Context: an optimization exercise on an open-source flow, tuned for small area. The choices shown serve that exercise and are no tape-out recipe.
The RTL was checked by simulation tests, not by an equivalence proof against the original design.

<file path="design/flow/flow/run.sh">
#!/bin/bash
# Layout: the standard flow (standard synthesis unchanged), with the input and
# output port buffers made of the smallest plain buffer cell.
set -euo pipefail
export BUFFER_PORTS_ARGS="-buffer_cell sky130_fd_sc_hd__buf_1"
bash standard.sh > standard_flow.log 2>&1
</file>
<file path="design/flow/config.mk">
export PLATFORM = sky130hd
export DESIGN_NAME = axis_xgmii_tx
export DESIGN_NICKNAME = axis_xgmii_tx
export VERILOG_FILES = /design/flow/design.v
export SDC_FILE = /design/flow/constraint.sdc
export NUM_CORES = 4
export LEC_CHECK = 0
export CAP_MARGIN = 20
export CORE_MARGIN = 2
export CORE_UTILIZATION = 55
export CTS_BUF_LIST = sky130_fd_sc_hd__clkbuf_8
export GPL_TIMING_DRIVEN = 1
export SETUP_SLACK_MARGIN = 0.05
export SLEW_MARGIN = 20
export SYNTH_HIERARCHICAL = 1
</file>
<file path="design/flow/constraint.sdc">
create_clock -name core_clock -period 9.0 [get_ports {clk}]
set_input_delay 1.8000 -clock core_clock [delete_from_list [all_inputs] [get_ports {clk}]]
set_output_delay 1.8000 -clock core_clock [all_outputs]
set_load 0.01 [all_outputs]
</file>
<file path="design/flow/standard.sh">
#!/bin/bash
# synth_recipe.tcl (not shown) runs the flow's synth.tcl, then flattens the netlist and writes it again
# the make line also repeats each setting of config.mk as NAME=value (left out here)
make -C /OpenROAD-flow-scripts/flow DESIGN_CONFIG=/design/flow/config.mk WORK_HOME=/design/flow/orfs CLKGATE_MAP_FILE= SYNTH_SCRIPT=/design/flow/synth_recipe.tcl "${@:-finish}"
</file>
<file path="design/flow/design.v">
package xgmii_tx_pkg;
    localparam logic [7:0] xgmii_idle   = 8'h07;
    localparam logic [7:0] xgmii_start  = 8'hfb;
    localparam logic [7:0] xgmii_term   = 8'hfd;
    localparam logic [7:0] xgmii_error  = 8'hfe;
    localparam logic [7:0] eth_preamble = 8'h55;
    localparam logic [7:0] eth_sfd      = 8'hd5;
    localparam logic [31:0] crc_poly = 32'hedb8_8320;   
    function automatic logic [31:0] crc32_byte(logic [31:0] crc, logic [7:0] b);
        logic [31:0] c;
        c = crc ^ {24'h0, b};
        for (int i = 0; i < 8; i++) begin
            if (c[0]) begin
                c = (c >> 1) ^ crc_poly;
            end else begin
                c = c >> 1;
            end
        end
        crc32_byte = c;
    endfunction
endpackage
module crc_xor2 (
    input  logic a_i,
    input  logic b_i,
    output logic y_o
);
    assign y_o = a_i ^ b_i;
endmodule
module crc_xnor2 (
    input  logic a_i,
    input  logic b_i,
    output logic y_o
);
    assign y_o = ~(a_i ^ b_i);
endmodule
module crc_aoi222 (
    input  logic a1_i, a2_i, b1_i, b2_i, c1_i, c2_i,
    output logic y_o
);
    assign y_o = ~((a1_i & a2_i) | (b1_i & b2_i) | (c1_i & c2_i));
endmodule
module crc_nand3 (
    input  logic a_i, b_i, c_i,
    output logic y_o
);
    assign y_o = ~(a_i & b_i & c_i);
endmodule
module crc32_step (
    input  logic [7:0]  x_i,     
    input  logic [31:8] c_i,     
    input  logic [7:0]  n_i,     
    output logic [7:0]  x_o,     
    output logic [31:0] c_o      
);
    logic a_p03, a_p01, a_r2, a_p12, a_r3, a_p26, a_r4, a_p13, a_p47, a_r5, a_p45, a_p56, a_r7, b_q8, b_q9, b_q10, b_q11, b_q12, b_q13, b_q14, b_q15, b_q16, b_q17, b_q18, b_q19, b_q20, b_s13_0, b_s15_0, b_s17_0, b_s17_1, b_s18_0, b_s19_0, b_s21_0, b_s21_1, b_s22_0, b_s24_0, b_s25_0, e0, e1, e2, e3, e4, e5, e6, e7;
    crc_xor2 u0 (.a_i(x_i[0]), .b_i(x_i[3]), .y_o(a_p03));
    crc_xor2 u1 (.a_i(x_i[0]), .b_i(x_i[1]), .y_o(a_p01));
    crc_xor2 u2 (.a_i(a_p01), .b_i(x_i[4]), .y_o(a_r2));
    crc_xor2 u3 (.a_i(x_i[1]), .b_i(x_i[2]), .y_o(a_p12));
    crc_xor2 u4 (.a_i(a_p12), .b_i(x_i[5]), .y_o(a_r3));
    crc_xor2 u5 (.a_i(x_i[2]), .b_i(x_i[6]), .y_o(a_p26));
    crc_xor2 u6 (.a_i(a_p03), .b_i(a_p26), .y_o(a_r4));
    crc_xor2 u7 (.a_i(x_i[1]), .b_i(x_i[3]), .y_o(a_p13));
    crc_xor2 u8 (.a_i(x_i[4]), .b_i(x_i[7]), .y_o(a_p47));
    crc_xor2 u9 (.a_i(a_p13), .b_i(a_p47), .y_o(a_r5));
    crc_xor2 u10 (.a_i(x_i[4]), .b_i(x_i[5]), .y_o(a_p45));
    crc_xor2 u11 (.a_i(x_i[5]), .b_i(x_i[6]), .y_o(a_p56));
    crc_xor2 u12 (.a_i(a_p56), .b_i(x_i[0]), .y_o(a_r7));
    crc_xor2 u13 (.a_i(x_i[1]), .b_i(x_i[6]), .y_o(b_q8));
    crc_xor2 u14 (.a_i(x_i[0]), .b_i(x_i[4]), .y_o(b_q9));
    crc_xor2 u15 (.a_i(x_i[2]), .b_i(x_i[3]), .y_o(b_q10));
    crc_xor2 u16 (.a_i(x_i[7]), .b_i(b_q8), .y_o(b_q11));
    crc_xor2 u17 (.a_i(x_i[5]), .b_i(b_q9), .y_o(b_q12));
    crc_xor2 u18 (.a_i(x_i[4]), .b_i(x_i[7]), .y_o(b_q13));
    crc_xor2 u19 (.a_i(x_i[5]), .b_i(b_q10), .y_o(b_q14));
    crc_xor2 u20 (.a_i(x_i[3]), .b_i(b_q13), .y_o(b_q15));
    crc_xnor2 u21 (.a_i(x_i[0]), .b_i(b_q11), .y_o(b_q16));
    crc_xor2 u22 (.a_i(x_i[1]), .b_i(x_i[5]), .y_o(b_q17));
    crc_xor2 u23 (.a_i(b_q9), .b_i(b_q10), .y_o(b_q18));
    crc_xor2 u24 (.a_i(x_i[2]), .b_i(b_q8), .y_o(b_q19));
    crc_xor2 u25 (.a_i(x_i[6]), .b_i(b_q15), .y_o(b_q20));
    crc_xor2 u26 (.a_i(x_i[0]), .b_i(b_q17), .y_o(b_s13_0));
    crc_xor2 u27 (.a_i(x_i[7]), .b_i(b_q10), .y_o(b_s15_0));
    crc_xor2 u28 (.a_i(x_i[1]), .b_i(x_i[3]), .y_o(b_s17_0));
    crc_xor2 u29 (.a_i(b_q12), .b_i(b_s17_0), .y_o(b_s17_1));
    crc_xor2 u30 (.a_i(b_q12), .b_i(b_q19), .y_o(b_s18_0));
    crc_xor2 u31 (.a_i(b_q11), .b_i(b_q14), .y_o(b_s19_0));
    crc_xor2 u32 (.a_i(x_i[2]), .b_i(x_i[5]), .y_o(b_s21_0));
    crc_xor2 u33 (.a_i(b_q13), .b_i(b_s21_0), .y_o(b_s21_1));
    crc_xor2 u34 (.a_i(x_i[6]), .b_i(b_q14), .y_o(b_s22_0));
    crc_xor2 u35 (.a_i(x_i[2]), .b_i(x_i[7]), .y_o(b_s24_0));
    crc_xor2 u36 (.a_i(b_q12), .b_i(b_s24_0), .y_o(c_o[24]));
    crc_xor2 u37 (.a_i(x_i[0]), .b_i(b_q8), .y_o(b_s25_0));
    crc_xnor2 u38 (.a_i(b_q14), .b_i(b_s25_0), .y_o(c_o[25]));
    crc_xor2 u39 (.a_i(b_q11), .b_i(b_q18), .y_o(c_o[26]));
    crc_xor2 u40 (.a_i(b_q15), .b_i(b_q17), .y_o(c_o[27]));
    crc_xnor2 u41 (.a_i(x_i[6]), .b_i(b_q12), .y_o(c_o[28]));
    crc_xnor2 u42 (.a_i(x_i[5]), .b_i(b_q16), .y_o(c_o[29]));
    crc_xnor2 u43 (.a_i(x_i[1]), .b_i(x_i[7]), .y_o(c_o[31]));
    crc_xnor2 u44 (.a_i(c_i[16]), .b_i(b_q11), .y_o(c_o[8]));
    crc_xnor2 u45 (.a_i(c_i[17]), .b_i(x_i[7]), .y_o(c_o[9]));
    crc_xnor2 u46 (.a_i(c_i[18]), .b_i(x_i[2]), .y_o(c_o[10]));
    crc_xnor2 u47 (.a_i(c_i[19]), .b_i(x_i[3]), .y_o(c_o[11]));
    crc_xor2 u48 (.a_i(c_i[20]), .b_i(b_q9), .y_o(c_o[12]));
    crc_xnor2 u49 (.a_i(c_i[21]), .b_i(b_s13_0), .y_o(c_o[13]));
    crc_xnor2 u50 (.a_i(c_i[22]), .b_i(b_q19), .y_o(c_o[14]));
    crc_xnor2 u51 (.a_i(c_i[23]), .b_i(b_s15_0), .y_o(c_o[15]));
    crc_xor2 u52 (.a_i(c_i[24]), .b_i(b_q18), .y_o(c_o[16]));
    crc_xnor2 u53 (.a_i(c_i[25]), .b_i(b_s17_1), .y_o(c_o[17]));
    crc_xor2 u54 (.a_i(c_i[26]), .b_i(b_s18_0), .y_o(c_o[18]));
    crc_xor2 u55 (.a_i(c_i[27]), .b_i(b_s19_0), .y_o(c_o[19]));
    crc_xor2 u56 (.a_i(c_i[28]), .b_i(b_q20), .y_o(c_o[20]));
    crc_xor2 u57 (.a_i(c_i[29]), .b_i(b_s21_1), .y_o(c_o[21]));
    crc_xor2 u58 (.a_i(c_i[30]), .b_i(b_s22_0), .y_o(c_o[22]));
    crc_xor2 u59 (.a_i(c_i[31]), .b_i(b_q20), .y_o(c_o[23]));
    crc_xor2 u60 (.a_i(c_i[8]), .b_i(n_i[0]), .y_o(e0));
    crc_xnor2 u61 (.a_i(e0), .b_i(x_i[2]), .y_o(x_o[0]));
    crc_xor2 u62 (.a_i(x_o[0]), .b_i(n_i[0]), .y_o(c_o[0]));
    crc_xor2 u63 (.a_i(c_i[9]), .b_i(n_i[1]), .y_o(e1));
    crc_xor2 u64 (.a_i(e1), .b_i(a_p03), .y_o(x_o[1]));
    crc_xor2 u65 (.a_i(x_o[1]), .b_i(n_i[1]), .y_o(c_o[1]));
    crc_xor2 u66 (.a_i(c_i[10]), .b_i(n_i[2]), .y_o(e2));
    crc_xnor2 u67 (.a_i(e2), .b_i(a_r2), .y_o(x_o[2]));
    crc_xor2 u68 (.a_i(x_o[2]), .b_i(n_i[2]), .y_o(c_o[2]));
    crc_xor2 u69 (.a_i(c_i[11]), .b_i(n_i[3]), .y_o(e3));
    crc_xnor2 u70 (.a_i(e3), .b_i(a_r3), .y_o(x_o[3]));
    crc_xor2 u71 (.a_i(x_o[3]), .b_i(n_i[3]), .y_o(c_o[3]));
    crc_xor2 u72 (.a_i(c_i[12]), .b_i(n_i[4]), .y_o(e4));
    crc_xor2 u73 (.a_i(e4), .b_i(a_r4), .y_o(x_o[4]));
    crc_xor2 u74 (.a_i(x_o[4]), .b_i(n_i[4]), .y_o(c_o[4]));
    crc_xor2 u75 (.a_i(c_i[13]), .b_i(n_i[5]), .y_o(e5));
    crc_xor2 u76 (.a_i(e5), .b_i(a_r5), .y_o(x_o[5]));
    crc_xor2 u77 (.a_i(x_o[5]), .b_i(n_i[5]), .y_o(c_o[5]));
    crc_xor2 u78 (.a_i(c_i[14]), .b_i(n_i[6]), .y_o(e6));
    crc_xor2 u79 (.a_i(e6), .b_i(a_p45), .y_o(x_o[6]));
    crc_xor2 u80 (.a_i(x_o[6]), .b_i(n_i[6]), .y_o(c_o[6]));
    crc_xor2 u81 (.a_i(c_i[15]), .b_i(n_i[7]), .y_o(e7));
    crc_xnor2 u82 (.a_i(e7), .b_i(a_r7), .y_o(x_o[7]));
    crc_xor2 u83 (.a_i(x_o[7]), .b_i(n_i[7]), .y_o(c_o[7]));
    assign c_o[30] = b_q16;
endmodule
module crc32_step_last (
    input  logic [7:0]  x_i,     
    input  logic [31:8] c_i,     
    output logic [31:0] c_o      
);
    logic a_p03, a_p01, a_r2, a_p12, a_r3, a_p26, a_r4, a_p13, a_p47, a_r5, a_p45, a_p56, a_r7, b_q8, b_q9, b_q10, b_q11, b_q12, b_q13, b_q14, b_q15, b_q16, b_q17, b_q18, b_q19, b_q20, b_s13_0, b_s15_0, b_s17_0, b_s17_1, b_s18_0, b_s19_0, b_s21_0, b_s21_1, b_s22_0, b_s24_0, b_s25_0;
    crc_xor2 u0 (.a_i(x_i[0]), .b_i(x_i[3]), .y_o(a_p03));
    crc_xor2 u1 (.a_i(x_i[0]), .b_i(x_i[1]), .y_o(a_p01));
    crc_xor2 u2 (.a_i(a_p01), .b_i(x_i[4]), .y_o(a_r2));
    crc_xor2 u3 (.a_i(x_i[1]), .b_i(x_i[2]), .y_o(a_p12));
    crc_xor2 u4 (.a_i(a_p12), .b_i(x_i[5]), .y_o(a_r3));
    crc_xor2 u5 (.a_i(x_i[2]), .b_i(x_i[6]), .y_o(a_p26));
    crc_xor2 u6 (.a_i(a_p03), .b_i(a_p26), .y_o(a_r4));
    crc_xor2 u7 (.a_i(x_i[1]), .b_i(x_i[3]), .y_o(a_p13));
    crc_xor2 u8 (.a_i(x_i[4]), .b_i(x_i[7]), .y_o(a_p47));
    crc_xor2 u9 (.a_i(a_p13), .b_i(a_p47), .y_o(a_r5));
    crc_xor2 u10 (.a_i(x_i[4]), .b_i(x_i[5]), .y_o(a_p45));
    crc_xor2 u11 (.a_i(x_i[5]), .b_i(x_i[6]), .y_o(a_p56));
    crc_xor2 u12 (.a_i(a_p56), .b_i(x_i[0]), .y_o(a_r7));
    crc_xor2 u13 (.a_i(x_i[1]), .b_i(x_i[6]), .y_o(b_q8));
    crc_xor2 u14 (.a_i(x_i[0]), .b_i(x_i[4]), .y_o(b_q9));
    crc_xor2 u15 (.a_i(x_i[2]), .b_i(x_i[3]), .y_o(b_q10));
    crc_xor2 u16 (.a_i(x_i[7]), .b_i(b_q8), .y_o(b_q11));
    crc_xor2 u17 (.a_i(x_i[5]), .b_i(b_q9), .y_o(b_q12));
    crc_xor2 u18 (.a_i(x_i[4]), .b_i(x_i[7]), .y_o(b_q13));
    crc_xor2 u19 (.a_i(x_i[5]), .b_i(b_q10), .y_o(b_q14));
    crc_xor2 u20 (.a_i(x_i[3]), .b_i(b_q13), .y_o(b_q15));
    crc_xnor2 u21 (.a_i(x_i[0]), .b_i(b_q11), .y_o(b_q16));
    crc_xor2 u22 (.a_i(x_i[1]), .b_i(x_i[5]), .y_o(b_q17));
    crc_xor2 u23 (.a_i(b_q9), .b_i(b_q10), .y_o(b_q18));
    crc_xor2 u24 (.a_i(x_i[2]), .b_i(b_q8), .y_o(b_q19));
    crc_xor2 u25 (.a_i(x_i[6]), .b_i(b_q15), .y_o(b_q20));
    crc_xor2 u26 (.a_i(x_i[0]), .b_i(b_q17), .y_o(b_s13_0));
    crc_xor2 u27 (.a_i(x_i[7]), .b_i(b_q10), .y_o(b_s15_0));
    crc_xor2 u28 (.a_i(x_i[1]), .b_i(x_i[3]), .y_o(b_s17_0));
    crc_xor2 u29 (.a_i(b_q12), .b_i(b_s17_0), .y_o(b_s17_1));
    crc_xor2 u30 (.a_i(b_q12), .b_i(b_q19), .y_o(b_s18_0));
    crc_xor2 u31 (.a_i(b_q11), .b_i(b_q14), .y_o(b_s19_0));
    crc_xor2 u32 (.a_i(x_i[2]), .b_i(x_i[5]), .y_o(b_s21_0));
    crc_xor2 u33 (.a_i(b_q13), .b_i(b_s21_0), .y_o(b_s21_1));
    crc_xor2 u34 (.a_i(x_i[6]), .b_i(b_q14), .y_o(b_s22_0));
    crc_xor2 u35 (.a_i(x_i[2]), .b_i(x_i[7]), .y_o(b_s24_0));
    crc_xor2 u36 (.a_i(b_q12), .b_i(b_s24_0), .y_o(c_o[24]));
    crc_xor2 u37 (.a_i(x_i[0]), .b_i(b_q8), .y_o(b_s25_0));
    crc_xnor2 u38 (.a_i(b_q14), .b_i(b_s25_0), .y_o(c_o[25]));
    crc_xor2 u39 (.a_i(b_q11), .b_i(b_q18), .y_o(c_o[26]));
    crc_xor2 u40 (.a_i(b_q15), .b_i(b_q17), .y_o(c_o[27]));
    crc_xnor2 u41 (.a_i(x_i[6]), .b_i(b_q12), .y_o(c_o[28]));
    crc_xnor2 u42 (.a_i(x_i[5]), .b_i(b_q16), .y_o(c_o[29]));
    crc_xnor2 u43 (.a_i(x_i[1]), .b_i(x_i[7]), .y_o(c_o[31]));
    crc_xnor2 u44 (.a_i(c_i[16]), .b_i(b_q11), .y_o(c_o[8]));
    crc_xnor2 u45 (.a_i(c_i[17]), .b_i(x_i[7]), .y_o(c_o[9]));
    crc_xnor2 u46 (.a_i(c_i[18]), .b_i(x_i[2]), .y_o(c_o[10]));
    crc_xnor2 u47 (.a_i(c_i[19]), .b_i(x_i[3]), .y_o(c_o[11]));
    crc_xor2 u48 (.a_i(c_i[20]), .b_i(b_q9), .y_o(c_o[12]));
    crc_xnor2 u49 (.a_i(c_i[21]), .b_i(b_s13_0), .y_o(c_o[13]));
    crc_xnor2 u50 (.a_i(c_i[22]), .b_i(b_q19), .y_o(c_o[14]));
    crc_xnor2 u51 (.a_i(c_i[23]), .b_i(b_s15_0), .y_o(c_o[15]));
    crc_xor2 u52 (.a_i(c_i[24]), .b_i(b_q18), .y_o(c_o[16]));
    crc_xnor2 u53 (.a_i(c_i[25]), .b_i(b_s17_1), .y_o(c_o[17]));
    crc_xor2 u54 (.a_i(c_i[26]), .b_i(b_s18_0), .y_o(c_o[18]));
    crc_xor2 u55 (.a_i(c_i[27]), .b_i(b_s19_0), .y_o(c_o[19]));
    crc_xor2 u56 (.a_i(c_i[28]), .b_i(b_q20), .y_o(c_o[20]));
    crc_xor2 u57 (.a_i(c_i[29]), .b_i(b_s21_1), .y_o(c_o[21]));
    crc_xor2 u58 (.a_i(c_i[30]), .b_i(b_s22_0), .y_o(c_o[22]));
    crc_xor2 u59 (.a_i(c_i[31]), .b_i(b_q20), .y_o(c_o[23]));
    crc_xnor2 u60 (.a_i(c_i[8]), .b_i(x_i[2]), .y_o(c_o[0]));
    crc_xor2 u61 (.a_i(c_i[9]), .b_i(a_p03), .y_o(c_o[1]));
    crc_xnor2 u62 (.a_i(c_i[10]), .b_i(a_r2), .y_o(c_o[2]));
    crc_xnor2 u63 (.a_i(c_i[11]), .b_i(a_r3), .y_o(c_o[3]));
    crc_xor2 u64 (.a_i(c_i[12]), .b_i(a_r4), .y_o(c_o[4]));
    crc_xor2 u65 (.a_i(c_i[13]), .b_i(a_r5), .y_o(c_o[5]));
    crc_xor2 u66 (.a_i(c_i[14]), .b_i(a_p45), .y_o(c_o[6]));
    crc_xnor2 u67 (.a_i(c_i[15]), .b_i(a_r7), .y_o(c_o[7]));
    assign c_o[30] = b_q16;
endmodule
module crc32_d64 (
    input  logic [31:0] inv_i,     
    input  logic [63:0] beat_i,
    input  logic [7:0]  sel_i,     
    input  logic        hold_i,
    output logic [31:0] inv_o
);
    logic [31:0] chain [9];
    logic [31:0] rot   [9];
    logic [31:0] p0, p1, p2;
    logic [7:0]  x  [8];     
    assign chain[0] = inv_i;
    for (genvar j = 0; j < 8; j++) begin : g_x0
        crc_xor2 u  (.a_i(inv_i[j]), .b_i(beat_i[j]), .y_o(x[0][j]));
    end
    for (genvar i = 0; i < 7; i++) begin : g_step
        crc32_step step (
            .x_i  (x[i]),
            .c_i  (chain[i][31:8]),
            .n_i  (beat_i[8*(i+1) +: 8]),
            .x_o  (x[i+1]),
            .c_o  (chain[i+1])
        );
    end
    crc32_step_last step7 (
        .x_i  (x[7]),
        .c_i  (chain[7][31:8]),
        .c_o  (chain[8])
    );
    always_comb begin
        rot[0] = '0;
        for (int n = 1; n <= 8; n++) begin
            for (int p = 0; p < 4; p++) begin
                rot[n][8*p +: 8] = chain[n][8*((p - n) & 3) +: 8];
            end
        end
    end
    for (genvar b = 0; b < 32; b++) begin : g_sel
        crc_aoi222 s0 (.a1_i(sel_i[0]), .a2_i(rot[1][b]), .b1_i(sel_i[1]), .b2_i(rot[2][b]),
                       .c1_i(sel_i[2]), .c2_i(rot[3][b]), .y_o(p0[b]));
        crc_aoi222 s1 (.a1_i(sel_i[3]), .a2_i(rot[4][b]), .b1_i(sel_i[4]), .b2_i(rot[5][b]),
                       .c1_i(sel_i[5]), .c2_i(rot[6][b]), .y_o(p1[b]));
        crc_aoi222 s2 (.a1_i(sel_i[6]), .a2_i(rot[7][b]), .b1_i(sel_i[7]), .b2_i(rot[8][b]),
                       .c1_i(hold_i),   .c2_i(inv_i[b]),  .y_o(p2[b]));
        crc_nand3  s3 (.a_i(p0[b]), .b_i(p1[b]), .c_i(p2[b]), .y_o(inv_o[b]));
    end
endmodule
module xgmii_ao221 (
    input  logic a1_i, a2_i, b1_i, b2_i, c1_i,
    output logic y_o
);
    assign y_o = (a1_i & a2_i) | (b1_i & b2_i) | c1_i;
endmodule
module xgmii_tail_pack (
    input  logic        start_i,
    input  logic        data_i,
    input  logic        tail_i,
    input  logic        term_i,
    input  logic        err_i,
    input  logic [7:0]  keep_i,
    input  logic [63:0] beat_i,    
    input  logic [31:0] fcs_i,     
    output logic [63:0] d_o,
    output logic [7:0]  c_o
);
    logic       tail_ok, tail_err;
    logic [7:0] sel_d, sel_r, is_t, is_i;
    logic [7:0] ch [8];
    assign tail_ok  = tail_i & ~err_i;
    assign tail_err = tail_i & err_i;
    always_comb begin
        for (int j = 0; j < 8; j++) begin
            sel_d[j] = data_i | (tail_ok & keep_i[j]) | (tail_err && j >= 1 && j <= 6);
            sel_r[j] = tail_ok & ~keep_i[j] & ((j < 4) ? 1'b1 : keep_i[(j+4)%8]);
            if (j < 4) sel_r[j] = sel_r[j] | (term_i & keep_i[j+4]);
            if (j < 4) begin
                is_t[j] = term_i & keep_i[j+3] & ~keep_i[(j+4)%8];
            end else if (j == 4) begin
                is_t[j] = term_i & keep_i[7];
            end else begin
                is_t[j] = tail_ok & keep_i[j-5] & ~keep_i[j-4];
            end
            if (j == 7) is_t[j] = is_t[j] | tail_err;
            is_i[j] = ~(sel_d[j] | sel_r[j] | is_t[j] | start_i | (tail_err && j == 0));
        end
        for (int j = 0; j < 8; j++) begin
            ch[j] = ({8{is_i[j]}} & xgmii_tx_pkg::xgmii_idle) |
                    ({8{is_t[j]}} & xgmii_tx_pkg::xgmii_term);
        end
        ch[0] = ch[0] | ({8{start_i}} & xgmii_tx_pkg::xgmii_start) |
                        ({8{tail_err}} & xgmii_tx_pkg::xgmii_error);
        for (int j = 1; j < 7; j++) ch[j] = ch[j] | ({8{start_i}} & xgmii_tx_pkg::eth_preamble);
        ch[7] = ch[7] | ({8{start_i}} & xgmii_tx_pkg::eth_sfd);
        for (int j = 0; j < 8; j++) begin
            c_o[j] = ~(sel_d[j] | sel_r[j] | (start_i && j != 0));
        end
    end
    for (genvar j = 0; j < 8; j++) begin : g_lane
        for (genvar b = 0; b < 8; b++) begin : g_bit
            xgmii_ao221 o (.a1_i(sel_d[j]), .a2_i(beat_i[8*j+b]), .b1_i(sel_r[j]),
                           .b2_i(fcs_i[8*(j%4)+b]), .c1_i(ch[j][b]), .y_o(d_o[8*j+b]));
        end
    end
endmodule
module tx_frame_ctrl (
    input  logic       rst,
    input  logic       tvalid_i,
    input  logic       tlast_i,
    input  logic       err_i,
    input  logic [7:0] keep_i,
    input  logic       tready_i,
    input  logic       start_i,     
    input  logic       data_i,      
    input  logic       last_i,      
    input  logic       tail_i,      
    input  logic       term_i,      
    output logic       tready_o,
    output logic       start_o,
    output logic       data_o,
    output logic       last_o,
    output logic       tail_o,
    output logic       term_o,
    output logic [7:0] sel_o,       
    output logic       hold_o       
);
    logic accept;
    logic beat;      
    logic more;      
    assign accept = tvalid_i & tready_i;
    assign beat   = start_i | data_i;
    assign more   = tail_i & ~err_i & keep_i[3];
    assign start_o  = ~rst & accept & ~beat;
    assign data_o   = ~rst & accept & beat;
    assign last_o   = ~rst & accept & tlast_i;
    assign tail_o   = ~rst & last_i;
    assign term_o   = ~rst & more;
    assign tready_o = ~rst & (tready_i ? ~(accept & tlast_i) : ~(last_i | more));
    always_comb begin
        for (int k = 0; k < 7; k++) begin
            sel_o[k] = beat & last_i & keep_i[k] & ~keep_i[k+1];
        end
        sel_o[7] = beat & (~last_i | keep_i[7]);
    end
    assign hold_o = tail_i | term_i;
endmodule
module axis_xgmii_tx (
    input  logic        clk,
    input  logic        rst,
    input  logic [63:0] tdata_i,
    input  logic [7:0]  tkeep_i,
    input  logic        tvalid_i,
    input  logic        tlast_i,
    input  logic        tuser_i,
    output logic        tready_o,
    output logic [63:0] xgmii_d_o,
    output logic [7:0]  xgmii_c_o
);
    logic [63:0] d1_q;      
    logic [63:0] d2_q;      
    logic [31:0] crc_q;     
    logic [31:0] crc_d;
    logic [7:1]  keep_q;    
    logic        err_q;
    logic        tready_q, start_q, data_q, last_q, tail_q, term_q;
    logic        tready_d, start_d, data_d, last_d, tail_d, term_d;
    logic        hold;
    logic [7:0]  sel;
    tx_frame_ctrl ctrl0 (
        .rst      (rst),
        .tvalid_i (tvalid_i),
        .tlast_i  (tlast_i),
        .err_i    (err_q),
        .keep_i   ({keep_q, 1'b1}),
        .tready_i (tready_q),
        .start_i  (start_q),
        .data_i   (data_q),
        .last_i   (last_q),
        .tail_i   (tail_q),
        .term_i   (term_q),
        .tready_o (tready_d),
        .start_o  (start_d),
        .data_o   (data_d),
        .last_o   (last_d),
        .tail_o   (tail_d),
        .term_o   (term_d),
        .sel_o    (sel),
        .hold_o   (hold)
    );
    crc32_d64 crc0 (
        .inv_i  (crc_q),
        .beat_i (d1_q),
        .sel_i  (sel),
        .hold_i (hold),
        .inv_o  (crc_d)
    );
    xgmii_tail_pack pack0 (
        .start_i (start_q),
        .data_i  (data_q),
        .tail_i  (tail_q),
        .term_i  (term_q),
        .err_i   (err_q),
        .keep_i  ({keep_q, 1'b1}),
        .beat_i  (d2_q),
        .fcs_i   (crc_q),
        .d_o     (xgmii_d_o),
        .c_o     (xgmii_c_o)
    );
    assign tready_o = tready_q;
    always_ff @(posedge clk) begin
        d1_q     <= tdata_i;
        d2_q     <= d1_q;
        crc_q    <= crc_d;
        tready_q <= tready_d;
        start_q  <= start_d;
        data_q   <= data_d;
        last_q   <= last_d;
        tail_q   <= tail_d;
        term_q   <= term_d;
    end
    always_ff @(posedge clk) begin
        if (tready_q) begin
            keep_q <= tkeep_i[7:1];
            err_q  <= tuser_i;
        end
    end
endmodule
</file>
==> impl_metrics.json <==
{
  "final_nets": 1490,
  "fin_skew_ps": 20.0,
  "synth-main-ff-cell": "dfxtp_1",
  "routed_via_density": 6.23,
  "setup.worst_path.class": "reg2reg",
  "max-cap-violations": 0,
  "dpl.hpwl_um": 33900,
  "nFillCells": 1819,
  "maxClockFrequency_ghz": 0.117,
  "worstSetupEndpoint": "crc_q[29]$_DFF_P_",
  "ant_nets": 0,
  "relSlewSlack_pct": 23.1,
  "reg2regPathDepth": 28,
  "period_share_pct": 94.8,
  "first_iter_violations": 1672,
  "reg2reg_slack_ps": 460,
  "crit_top_cell": "xor2_1",
  "met2WireLength_um": 19700,
  "htree_levels": 4,
  "hold_path.class": "reg2reg",
  "placed_cells_incl_taps": 1669,
  "grt_setup_unrepaired": "false",
  "worstMarginPinSlew_ps": 1140,
  "wl_met3_um": 5160,
  "synth-async-reset-ratio_pct": 0,
  "antenna_cells": 0,
  "drv_slew": 0,
  "finalCriticalPeriod_ps": 8540,
  "wire_per_inst_um": 26.3,
  "drive_gt1_share_pct": 11.2,
  "grt_max_degree": 33,
  "cts_buffer_depth": 2,
  "die_x_um": 151,
  "drt-total-wl_um": 44800,
  "clkLatencyLatePin_ps": 480,
  "gp_congestion": 1.02,
  "cts_tree": "yes",
  "cts-root-buf": "clkbuf_8",
  "core_area_sq_um": 21200,
  "critical_path_required_ps": 9340,
  "finalSetupViolations": 0,
  "rr_endpoint": "crc_q[29]$_DFF_P_",
  "cp_slowest_cell": "xnor2_1",
  "cts_buffers": 17,
  "dr.pass1.iters": 10,
  "final_common_cell": "xor2_1",
  "die_area_sq_um": 22900,
  "path_max_fanout": 7,
  "ys_types": 39,
  "setup_tns_ps": 0,
  "postCtsResizedCells": 0,
  "cts_sinks": 174,
  "mappedNetlistArea_sq_um": 11900,
  "cts_hold_buffers": 0,
  "top_level_ports": 150,
  "crit_path_end_kind": "flop",
  "vias": 10600,
  "synth_cells": 1162,
  "grt_pass1_vias": 9934,
  "clk_pin_slew_worst_paths_ps": 100,
  "syn_area_per_cell_sq_um": 10.3,
  "fp.dieH_um": 151,
  "min_from": "d1_q[5]$_DFF_P_",
  "ys_seq_elements": 174,
  "r2r_start": "crc_q[0]$_DFF_P_",
  "area_delta_synth_final_pct": 17.6,
  "instances_no_fill": 1701,
  "finalHoldViolCount": 0,
  "critical_path.startpoint": "crc_q[0]$_DFF_P_",
  "wl_met1_um": 18100,
  "max_stage_delay_ps": 800,
  "start_util_pct": 56.4,
  "outcome": "timing/DRC/antenna clean",
  "grt_overflow": 0,
  "critical_path_arrival_ps": 8870,
  "yosys_warnings": 17,
  "worstSetupStartpointType": "flop",
  "top_layer_used": "met4",
  "track_usage_pct": 38.6,
  "grt_first_pass_wirelength_um": 63600,
  "portBuffers": 148,
  "mostFrequentLayoutCells": "xor2_1 (524), dfxtp_1 (166), buf_1 (148)",
  "synth_edf_count": 8,
  "remaining_drc_errors": 0,
  "synth.yosys.seq_area_share_pct": 29.9,
  "antenna_found_initial": 0,
  "post_cts_buffers": 0,
  "placementRows": 53
}
==> per-module statistics from Yosys (local to each module, per instance), excerpt <==
module	flip-flops and latches	cell area, sq um	times used
tx_frame_ctrl	0	176	1
crc_aoi222	0	10.0	96
crc32_step_last	0	7.51	1
xgmii_tail_pack	0	552	1
xgmii_ao221	0	10.0	64
crc_xor2	0	8.76	528
crc_nand3	0	5.00	32
crc_xnor2	0	8.76	136
crc32_step	0	7.51	7
axis_xgmii_tx	174	3570	1
==> cell type report <==
type	count	area [sq um]	area share [%]
clock buffer	18	248	1.76
clock inverter	14	151	1.08
inverter	4	15.0	0.107
multi-input combinational	972	8440	60.1
sequential	174	3560	25.4
tap	275	344	2.45
timing repair buffer	244	1280	9.09
==> synthesized netlist by cell type (all sizes together) (2+ instances only) <==
| cell type | n | area, sq um |
|---|---|---|
| a21o | 4 | 30.0 |
| a221o | 64 | 641 |
| nand3 | 32 | 160 |
| nand3b | 2 | 15.0 |
| a222oi | 96 | 961 |
| or2 | 6 | 37.5 |
| nor2 | 24 | 90.1 |
| xnor2 | 136 | 1190 |
| nand2b | 11 | 68.8 |
| clkbuf | 4 | 16.3 |
| nand2 | 10 | 37.5 |
| nor3 | 4 | 20.0 |
| nor3b | 8 | 90.1 |
| and4bb | 2 | 25.0 |
| dfxtp | 166 | 3320 |
| a21oi | 5 | 32.5 |
| o21ai | 16 | 83.8 |
| buf | 12 | 82.6 |
| edfxtp | 8 | 240 |
| nor2b | 5 | 31.3 |
| nor4 | 4 | 25.0 |
| o21a | 2 | 15.0 |
| xor2 | 528 | 4620 |
| inv | 4 | 15.0 |
==> registers in the layout, summed over array words and instances, names as in the netlist <==
signal	flops
start_q	1
tready_q	1
err_q	1
tail_q	1
last_q	1
data_q	1
crc_q	32
d2_q	64
d1_q	64
term_q	1
keep_q	7
==> critical path: cells and delay by family, from the launching register on <==
kind | cells | cell delay, ps
flops | 1 | 490
compound gates | 1 | 230
buf+inv | 3 | 770
simple gates | 1 | 110
xor+xnor | 23 | 6770
==> cell families (layout without fill, tap and decap cells) <==
logic type / after synthesis / in the layout / synth area share (%)
buffers and inverters: 20 / 280 / 0.954
and+or+nand+nor: 111 / 111 / 5.27
other: 1 / 5 / 0.0314
DFF: 174 / 174 / 29.9
xor gates and xnor gates: 664 / 664 / 48.7
AOI/OAI and AO/OA: 192 / 192 / 15.1
==> through the flow <==
step                setup WS (ps)  instance area, sq um  hold WS [ps]  util [%]
floorplan                     141                 12100           349         -
global placement              796                 13600           354      64.5
detailed placement            691                 13600           354      64.5
CTS                           622                 14000           372      66.4
global route                  131                 14000           370      66.4
finish                        465                 14000           374      66.4
==> routing by layer <==
metal | vias to the layer above | GRT usage (%)
li1 | 4699 | -
met1 | 5087 | 51.9
met2 | 697 | 60.5
met3 | 120 | 8.16
met4 | 0 | 15.3
met5 | - | 0
==> worst min path at each step <==
stage / to / slack (ps) / depth (start not counted)
finish: d2_q[5]$_DFF_P_ / 370 / 0
global route: d2_q[6]$_DFF_P_ / 370 / 0
CTS: d2_q[4]$_DFF_P_ / 370 / 0
detailed placement: d2_q[0]$_DFF_P_ / 350 / 0
global placement: d2_q[0]$_DFF_P_ / 350 / 0
floorplan: d2_q[0]$_DFF_P_ / 350 / 0

## re-timing with driven ports
In the flow no input, the clock included, has a driving cell. The finished layout below was timed again as built, in two steps.
Step 1: set_driving_cell puts a clkbuf_16 on clk and a buf_2 on each other input, an assumption about the parent block.
Step 2 also shifts input and output timing later by t, the mid clock arrival at the registers, as if the neighbouring blocks saw the same clock.
Three values: ideal, step 1, step 2; two values: the first two.
t (ns): 0.516
setup WS [ns]: 0.465 / 0.465 / 0.465
hold slack, ns: 0.374 / 0.374 / 0.374
slew at the worst register clock pin (ns): 0.11 / 0.11
pins driven straight from the clock port: 1
After both steps this run still meets setup and hold. For this run, drivers alone change the setup slack by 0.000 ns; drivers and shift together by 0.000 ns.
